Background: an optimization exercise with open tools, aiming at small area. Do not read the settings as production practice.
In this exercise RTL edits were held to simulation tests only and were not proved equivalent to the original.
No activity file was given, so power comes from the tool's default toggle rates.

## exp/harbor
## rv_top
module rv_top (
    input  logic        clk,
    input  logic        reset,
    output logic [31:0] inst_addr,
    input  logic [31:0] inst_data,
    input  logic        inst_valid,
    output logic        halted,
    output logic        retire_valid,
    output logic        retire_rd_wen,
    output logic [31:0] retire_pc,
    output logic [4:0]  retire_rd_addr,
    output logic [31:0] retire_rd_data
);
    localparam logic [3:0] C_NOP   = 4'd0;
    localparam logic [3:0] C_LUI   = 4'd1;
    localparam logic [3:0] C_AUIPC = 4'd2;
    localparam logic [3:0] C_JAL   = 4'd3;
    localparam logic [3:0] C_JALR  = 4'd4;
    localparam logic [3:0] C_BR    = 4'd5;
    localparam logic [3:0] C_OPI   = 4'd6;
    localparam logic [3:0] C_OP    = 4'd7;
    localparam logic [3:0] C_EBRK  = 4'd8;
    logic [3:0]  ph;         
    logic        clr;        
    logic        irv;        
  ...
export LEC_CHECK = 0
export ABC_AREA = 1
export CAP_MARGIN = 20
export CORE_MARGIN = 2
export CORE_UTILIZATION = 58
export SLEW_MARGIN = 20
create_clock -name core_clock -period 16.0 [get_ports {clk}]
standard.sh (not shown) runs the stock make flow with config.mk's settings and CLKGATE_MAP_FILE= SYNTH_SCRIPT=/design/flow/synth_recipe.tcl, a recipe that flattens the netlist after the stock synthesis.
==> flow/flow/run.sh <==
#!/bin/bash
# Standard ORFS layout with these changes:
#  - synthesis maps logic with the area-only ABC script in flow/abc_area.script
#    (same yosys flow, registers untouched; ABC buffers are removed at floorplan)
#  - port buffers are buf_1
#  - CTS without dummy loads, with clkbuf_8 clusters of up to 18 sinks
set -euo pipefail
mkdir -p scripts_mod
for f in "$FLOW_HOME"/scripts/*; do ln -sf "$f" scripts_mod/; done
rm -f scripts_mod/abc_area.script
cp flow/abc_area.script scripts_mod/abc_area.script
export SCRIPTS_DIR="$PWD/scripts_mod"
export BUFFER_PORTS_ARGS="-buffer_cell sky130_fd_sc_hd__buf_1"
export REMOVE_ABC_BUFFERS=1
export CTS_ARGS="-sink_clustering_enable -repair_clock_nets -dont_use_dummy_load -sink_clustering_size 18 -sink_clustering_max_diameter 80 -buf_list sky130_fd_sc_hd__clkbuf_8"
bash standard.sh > standard.log 2>&1
==> flow/flow/abc_area.script <==
strash
dch -f
amap
topo
> inputs changed (exp/harbor -> exp/tundra)
==> flow/flow/run.sh <==
#!/bin/bash
# Standard ORFS layout with these changes:
#  - synthesis maps logic with the area-only ABC script in flow/abc_area.script
#    (same yosys flow, registers untouched; ABC buffers are removed at floorplan)
#  - port buffers are buf_1
#  - CTS without dummy loads, with clkbuf_8 clusters of up to 20 sinks
set -euo pipefail
mkdir -p scripts_mod
for f in "$FLOW_HOME"/scripts/*; do ln -sf "$f" scripts_mod/; done
rm -f scripts_mod/abc_area.script
cp flow/abc_area.script scripts_mod/abc_area.script
export SCRIPTS_DIR="$PWD/scripts_mod"
export BUFFER_PORTS_ARGS="-buffer_cell sky130_fd_sc_hd__buf_1"
export REMOVE_ABC_BUFFERS=1
export CTS_ARGS="-sink_clustering_enable -repair_clock_nets -dont_use_dummy_load -sink_clustering_size 20 -sink_clustering_max_diameter 60 -buf_list sky130_fd_sc_hd__clkbuf_8"
bash standard.sh > standard.log 2>&1
Results
Relative to exp/harbor, part of the power in the clock network has gone down in exp/tundra. Compare exp/tundra and exp/harbor | total power higher: exp/harbor. Compared to exp/harbor, the router laid down less metal wire for exp/tundra.
Setup changes, exp/tundra to exp/maple
==> flow/flow/run.sh <==
#!/bin/bash
# Standard ORFS layout, with smaller port buffers, no ABC buffers and a CTS without dummy loads.
set -euo pipefail
export BUFFER_PORTS_ARGS="-buffer_cell sky130_fd_sc_hd__buf_1"
export REMOVE_ABC_BUFFERS=1
export CTS_ARGS="-sink_clustering_enable -repair_clock_nets -dont_use_dummy_load -sink_clustering_size 20 -sink_clustering_max_diameter 80 -buf_list sky130_fd_sc_hd__clkbuf_8"
bash standard.sh > standard.log 2>&1
removed: flow/flow/abc_area.script
Relative to exp/tundra, number of cells after detailed placement has increased by about 6% in exp/maple.
Summary of the comparison: share of total power in combinational logic is higher in exp/maple, relative to exp/tundra.
Delta (exp/maple minus exp/tundra): final cell count without fillers now larger; initial antenna violation count fell 1; count of clock buffers in the final design dropped 3; area after synthesis higher.
exp/maple ended up with reg -> out as its critical path class; exp/tundra ended up with reg -> reg.
Of the two values seen for termination of the worst setup path, retire_valid was produced by exp/maple and r[24]$_SDFFCE_PP0N_ by exp/tundra.
Data arrival time at the worst-slack endpoint down 4.60 ns in exp/maple wrt exp/tundra

* * *

main:
rv_top, a different RTL version from the one above (not shown whole).
Size: roughly 1,100 flip-flops.
clock: 16.0 ns
lec_check: 0
abc_area: 1
cap_margin: 0
core_margin: 2
core_utilization: 58
slew_margin: 0
==> flow/flow/run.sh <==
#!/bin/bash
# Standard ORFS layout with these changes:
#  - synthesis maps logic with the area-only ABC script in flow/abc_area.script
#    (same yosys flow, registers untouched; ABC buffers are removed at floorplan)
#  - port buffers are buf_1
#  - CTS without dummy loads, with clkbuf_8 clusters of up to 20 sinks, 60 um across
set -euo pipefail
mkdir -p scripts_mod
for f in "$FLOW_HOME"/scripts/*; do ln -sf "$f" scripts_mod/; done
rm -f scripts_mod/abc_area.script
cp flow/abc_area.script scripts_mod/abc_area.script
export SCRIPTS_DIR="$PWD/scripts_mod"
export BUFFER_PORTS_ARGS="-buffer_cell sky130_fd_sc_hd__buf_1"
export REMOVE_ABC_BUFFERS=1
export CTS_ARGS="-sink_clustering_enable -repair_clock_nets -dont_use_dummy_load -sink_clustering_size 20 -sink_clustering_max_diameter 60 -buf_list sky130_fd_sc_hd__clkbuf_8"
bash standard.sh > standard.log 2>&1
==> flow/flow/abc_area.script <==
strash
dc2
&get -n
&deepsyn -T 60 -S 7
&put
dch -f
amap -F 2 -A 8
topo
Relative to main, the following input files were edited for the feature branch:
- PLACE_DENSITY now 0.66, previously not set
- CORE_UTILIZATION now 62, was 58
--- a/flow/flow/run.sh
+++ b/flow/flow/run.sh
@@ -4,5 +4,5 @@
 #    (same yosys flow, registers untouched; ABC buffers are removed at floorplan)
 #  - port buffers are buf_1
-#  - CTS without dummy loads, with clkbuf_8 clusters of up to 20 sinks, 60 um across
+#  - CTS without dummy loads, with clkbuf_8 clusters of up to 21 sinks, 50 um across
 set -euo pipefail
 mkdir -p scripts_mod
@@ -13,4 +13,4 @@
 export BUFFER_PORTS_ARGS="-buffer_cell sky130_fd_sc_hd__buf_1"
 export REMOVE_ABC_BUFFERS=1
-export CTS_ARGS="-sink_clustering_enable -repair_clock_nets -dont_use_dummy_load -sink_clustering_size 20 -sink_clustering_max_diameter 60 -buf_list sky130_fd_sc_hd__clkbuf_8"
+export CTS_ARGS="-sink_clustering_enable -repair_clock_nets -dont_use_dummy_load -sink_clustering_size 21 -sink_clustering_max_diameter 50 -buf_list sky130_fd_sc_hd__clkbuf_8"
 bash standard.sh > standard.log 2>&1
==> comparison <==
The feature branch ends up with lower register share of the cell area than main does.
The feature branch | stages: all done | timing, DRC, antenna: all pass
| post-route fraction of the period consumed by the critical path | higher: main |
Cmp main and the feature branch / post-synthesis instance total / lower: main
The run showing the smaller worst setup slack is main.

afterwards: timing with drivers on the ports:
In the flow no input, the clock included, has a driving cell. The finished layouts below were timed again as built, in two steps.
Step 1: set_driving_cell puts a clkbuf_16 on clk and a buf_2 on each other input, an assumption about the parent block.
Step 2, shift: input delay + t, output delay - t, t = (earliest + latest rising clock arrival at the registers) / 2. This alone moves slack from input paths to output paths.
Three values: ideal, step 1, step 2; two values: the first two.
| run | shift t [ns] | setup WS [ns] | latest minus earliest clock arrival (ns) |
|---|---|---|---|
| exp/harbor | 0.698 | 8.413 / 8.413 / 8.413 | 0.115 / 0.114 |
| exp/tundra | 0.700 | 8.428 / 8.428 / 8.428 | 0.100 / 0.099 |
| exp/maple | 0.701 | 9.467 / 9.410 / 10.111 | 0.102 / 0.103 |
| main | 0.696 | 6.103 / 6.134 / 5.438 | 0.078 / 0.078 |
| the feature branch | 0.672 | 6.284 / 6.310 / 5.638 | 0.093 / 0.092 |
After both steps setup and hold are still met in every run listed. The setup slack of main, which loses most, moves by +0.031 ns with the drivers and by -0.665 ns with both steps.
